From an optimization exercise on the open Yosys and OpenROAD flow, aimed at a short achievable clock period and few clock cycles per item; shortcuts taken in it are not production practice. Only simulation tests tie the RTL to the original design; equivalence was not proved. No driver is modelled on the clock port, so clocking that relies on it looks cheaper here than on a real chip. Power figures rest on the tool's default switching activity, not on a simulated workload.

==> module dcacheread_responder, before the edit <==
module dcacheread_responder (
  input  logic        clk,
  input  logic        rst_n,
  input  logic        dcacheread_do,
  output logic        dcacheread_done,
  input  logic [3:0]  dcacheread_length,
  input  logic        dcacheread_cache_disable,
  input  logic [31:0] dcacheread_address,
  output logic [63:0] dcacheread_data,
  input  logic        dcache_invalidate,
  output logic        readburst_do,
  output logic [31:0] readburst_address,
  input  logic        readburst_data_valid,
  input  logic [31:0] readburst_data,
  input  logic        readburst_done
);
  logic        busy_q;             
  logic        done_q;             
  logic        rdo_q;              
  logic        more_q;             
  logic        line_q;             
  logic        cd_q;
  logic [1:0]  beat_q;
  logic [27:0] baddr_q;            
  logic [3:0]  off_q;              
  logic [7:0]  cn_q [8][4];        
  logic [3:0]  n_q;                
  logic [3:0]  xm_q [8];           
  logic [27:0] raddr_q;            
  logic [15:0]  valid_q;
  logic [23:0]  tag_q [16];
  logic [23:0]  tag0m1_q;          
  logic [2047:0] arr_q;            
  logic [63:0] we_q;               
  logic [31:0] wd_q;
  logic        inc_q;              
  logic        last_q;             
  logic [31:0] a;
  logic [3:0]  n;
  logic        need2, hit1, hit2, cdi, start;
  logic [15:0] match, match2, dhi;
  assign a = dcacheread_address;
  assign n = dcacheread_length > 4'd8 ? 4'd8 : dcacheread_length;
  assign need2 = {1'b0, a[3:0]} + {1'b0, n} > 5'd16;
  always_comb begin
    for (int i = 0; i < 16; i++) begin
      match[i] = valid_q[i] && tag_q[i] == a[31:8];
      dhi[i] = a[7:4] == 4'(i);
    end
    for (int i = 0; i < 15; i++) match2[i] = match[i+1];
    match2[15] = valid_q[0] && tag0m1_q == a[31:8];
    hit1 = |(dhi & match);
    hit2 = |(dhi & match2);
  end
  assign cdi = dcacheread_cache_disable || dcache_invalidate;
  assign start = dcacheread_do && !busy_q;
  logic [183:0] win;
  always_comb begin
    win = '0;
    for (int i = 0; i < 16; i++)
      win = win | ({184{dhi[i]}} & {arr_q[128*((i+1)%16) +: 56], arr_q[128*i +: 128]});
  end
  logic       fill_done, fill_last, beat;
  logic [4:0] o [11];
  assign beat = rdo_q && readburst_data_valid;
  assign fill_done = rdo_q && readburst_done;
  assign fill_last = fill_done && !more_q;
  always_comb for (int t = 0; t < 11; t++) o[t] = {1'b0, off_q[3:2], 2'b00} + 5'(t);
  logic [1:0] beat_nx;
  logic       line_nx;
  assign beat_nx = fill_done ? 2'd0 : beat ? beat_q + 2'd1 : beat_q;
  assign line_nx = line_q || (fill_done && more_q);
  always_ff @(posedge clk)
    for (int k = 0; k < 8; k++)
      for (int m = 0; m < 4; m++)
        xm_q[k][m] <= off_q[1:0] == 2'(m) && 4'(k) < n_q && o[k+m][4] == line_nx && o[k+m][3:2] == beat_nx;
  logic [7:0] cn_d [8][4];
  always_comb
    for (int k = 0; k < 8; k++)
      for (int m = 0; m < 4; m++) begin
        logic [7:0] hold, pick;
        hold = (beat && xm_q[k][m])
               ? ~readburst_data[8*((k+m)%4) +: 8] : cn_q[k][m];
        pick = '0;
        for (int j = 0; j < 4; j++)
          pick = pick | ({8{!busy_q && a[1:0] == 2'(m) && 4'(k) < n && a[3:2] == 2'(j)}} & win[8*(4*j + k + m) +: 8]);
        cn_d[k][m] = ~pick & (hold | {8{!busy_q}});
      end
  always_ff @(posedge clk or negedge rst_n) begin
    if (!rst_n) begin
      busy_q <= 1'b0;
      done_q <= 1'b0;
      rdo_q <= 1'b0;
      more_q <= 1'b0;
      line_q <= 1'b0;
      beat_q <= '0;
      valid_q <= '0;
      we_q <= '0;
      inc_q <= 1'b0;
      last_q <= 1'b0;
      baddr_q <= '0;
      raddr_q <= '0;
      for (int k = 0; k < 8; k++) for (int m = 0; m < 4; m++) cn_q[k][m] <= '0;
    end else begin
      for (int w = 0; w < 64; w++) we_q[w] <= beat && !cd_q && {baddr_q[3:0], beat_q} == 6'(w);
      busy_q <= start || (busy_q && !done_q && !(fill_last && last_q));
      done_q <= (start && (n == 4'd0 || (!cdi && hit1 && (!need2 || hit2)))) || (fill_last && !last_q);
      rdo_q <= (start && n != 4'd0 && (cdi || !hit1)) || inc_q || (rdo_q && !fill_last);
      inc_q <= start && n != 4'd0 && !cdi && hit1 && need2 && !hit2;
      more_q <= start ? (n != 4'd0 && (cdi || !hit1) && need2 && (cdi || !hit2)) : (more_q && !fill_done);
      line_q <= start ? (!cdi && hit1) : (line_q || (fill_done && more_q));
      beat_q <= (start || fill_done) ? 2'd0 : beat ? beat_q + 2'd1 : beat_q;
      last_q <= fill_done ? 1'b0 : (last_q || (beat && beat_q == 2'd3 && !more_q));
      if (!busy_q) raddr_q <= a[31:4];
      for (int k = 0; k < 8; k++) for (int m = 0; m < 4; m++) cn_q[k][m] <= cn_d[k][m];
      if (start) baddr_q <= a[31:4];
      if (inc_q || (fill_done && more_q)) begin
        baddr_q <= baddr_q + 28'd1;
        raddr_q <= baddr_q + 28'd1;
      end
      if (dcache_invalidate) valid_q <= '0;
      if (fill_done && !cd_q) valid_q[baddr_q[3:0]] <= 1'b1;
    end
  end
  always_ff @(posedge clk) begin
    if (!busy_q) begin
      cd_q <= dcacheread_cache_disable;
      off_q <= a[3:0];
      n_q <= n;
    end
    if (fill_done && !cd_q) begin
      tag_q[baddr_q[3:0]] <= baddr_q[27:4];
      if (baddr_q[3:0] == 4'd0) tag0m1_q <= baddr_q[27:4] - 24'd1;
    end
    wd_q <= readburst_data;
    for (int w = 0; w < 64; w++) if (we_q[w]) arr_q[32*w +: 32] <= wd_q;
  end
  assign dcacheread_done = done_q || (last_q && readburst_done);
  always_comb
    for (int k = 0; k < 8; k++) begin
      dcacheread_data[8*k +: 8] = ~(cn_q[k][0] & cn_q[k][1] & cn_q[k][2] & cn_q[k][3]);
    end
  assign readburst_do = rdo_q;
  assign readburst_address = {raddr_q, 4'b0};
endmodule
export LEC_CHECK = 0
export ABC_CLOCK_PERIOD_IN_PS = 2500
export CAP_MARGIN = 20
export CORE_MARGIN = 2
export CORE_UTILIZATION = 45
export SETUP_SLACK_MARGIN = 3.0
export SLEW_MARGIN = 20
create_clock -name core_clock -period 6.0 [get_ports {clk}]
standard.sh (not shown) runs the stock make flow with config.mk's settings and CLKGATE_MAP_FILE= SYNTH_SCRIPT=/design/flow/synth_recipe.tcl, a recipe that flattens the netlist after the stock synthesis.
==> flow/flow/run.sh <==
#!/bin/bash
# The standard layout, with one extra step inside CTS (flow/post_cts.tcl): after ORFS's own timing
# repair, size up the port buffers and the gates driving the outputs. The ORFS logs stay under
# orfs/logs; make's own output goes to flow_make.log here.
set -euo pipefail
W=$(pwd)
export POST_CTS_TCL="$W/flow/post_cts.tcl"
bash standard.sh finish > "$W/flow_make.log" 2>&1
Other scripts of this flow, unchanged in this note and not shown: flow/flow/outsize.tcl, flow/flow/post_cts.tcl
Testbench counts at the start, summed over its fixed seeds: cycles 21,438, items 4,800.
Edit:
--- a/flow/design.v
+++ b/flow/design.v
@@ -22,13 +22,12 @@
   logic        cd_q;
   logic [1:0]  beat_q;
   logic [27:0] baddr_q;            
   logic [3:0]  off_q;              
   logic [7:0]  cn_q [8][4];        
   logic [3:0]  n_q;                
-  logic [3:0]  xm_q [8];           
   logic [27:0] raddr_q;            
   logic [15:0]  valid_q;
   logic [23:0]  tag_q [16];
   logic [23:0]  tag0m1_q;          
   logic [2047:0] arr_q;            
   logic [63:0] we_q;               
@@ -63,26 +62,18 @@
   logic       fill_done, fill_last, beat;
   logic [4:0] o [11];
   assign beat = rdo_q && readburst_data_valid;
   assign fill_done = rdo_q && readburst_done;
   assign fill_last = fill_done && !more_q;
   always_comb for (int t = 0; t < 11; t++) o[t] = {1'b0, off_q[3:2], 2'b00} + 5'(t);
-  logic [1:0] beat_nx;
-  logic       line_nx;
-  assign beat_nx = fill_done ? 2'd0 : beat ? beat_q + 2'd1 : beat_q;
-  assign line_nx = line_q || (fill_done && more_q);
-  always_ff @(posedge clk)
-    for (int k = 0; k < 8; k++)
-      for (int m = 0; m < 4; m++)
-        xm_q[k][m] <= off_q[1:0] == 2'(m) && 4'(k) < n_q && o[k+m][4] == line_nx && o[k+m][3:2] == beat_nx;
   logic [7:0] cn_d [8][4];
   always_comb
     for (int k = 0; k < 8; k++)
       for (int m = 0; m < 4; m++) begin
         logic [7:0] hold, pick;
-        hold = (beat && xm_q[k][m])
+        hold = (beat && off_q[1:0] == 2'(m) && 4'(k) < n_q && o[k+m][4] == line_q && o[k+m][3:2] == beat_q)
                ? ~readburst_data[8*((k+m)%4) +: 8] : cn_q[k][m];
         pick = '0;
         for (int j = 0; j < 4; j++)
           pick = pick | ({8{!busy_q && a[1:0] == 2'(m) && 4'(k) < n && a[3:2] == 2'(j)}} & win[8*(4*j + k + m) +: 8]);
         cn_d[k][m] = ~pick & (hold | {8{!busy_q}});
       end
- total power decreases by 2.6%
- fmax went up by 6.4%
- core utilization fell by 1.8 points
- register-to-register slack gets better by 90 ps
- final cell count falls by 2.6%
- die area falls by 0.40%
- area after synthesis is lower by 0.41%
- setup slack improved by 190 ps
- first-iteration DRC count fell by 14%
- via count falls by 4.8%
- count of clock-buffer cells in the layout is lower by 6
- routed wire length shrinks by 9.4%
- sequential cell count came out lower by 32
- worst hold slack got worse by 150 ps
Testbench counts after the change, summed over its fixed seeds: cycles 21,438, items 4,800.

-- port drivers added, routing unchanged --
No port has a modelled driver above. Below, the same layouts with a new extraction and two added sets of constraints. Step 1 assumes that a clkbuf_16 drives the clock port and a buf_2 every other input. Step 2 times the ports against the registers' clock, not the clock port: input delays grow and output delays shrink by t, the midpoint of the rising clock arrivals with the driver on. Three values: no drivers, after step 1, after step 2; two values: the first two.
run | t, ns | slack for setup (ns) | slew at the worst register clock pin (ns) | pins driven straight from the clock port
the first run | 0.966 | 2.747 / 2.505 / 1.539 | 0.07 / 0.07 | 1
the second run | 1.014 | 2.941 / 2.809 / 1.796 | 0.07 / 0.07 | 1
After both steps setup and hold are still met in every run listed. For the first run, which loses most, drivers alone change the setup slack by -0.242 ns; drivers and shift together by -1.208 ns.
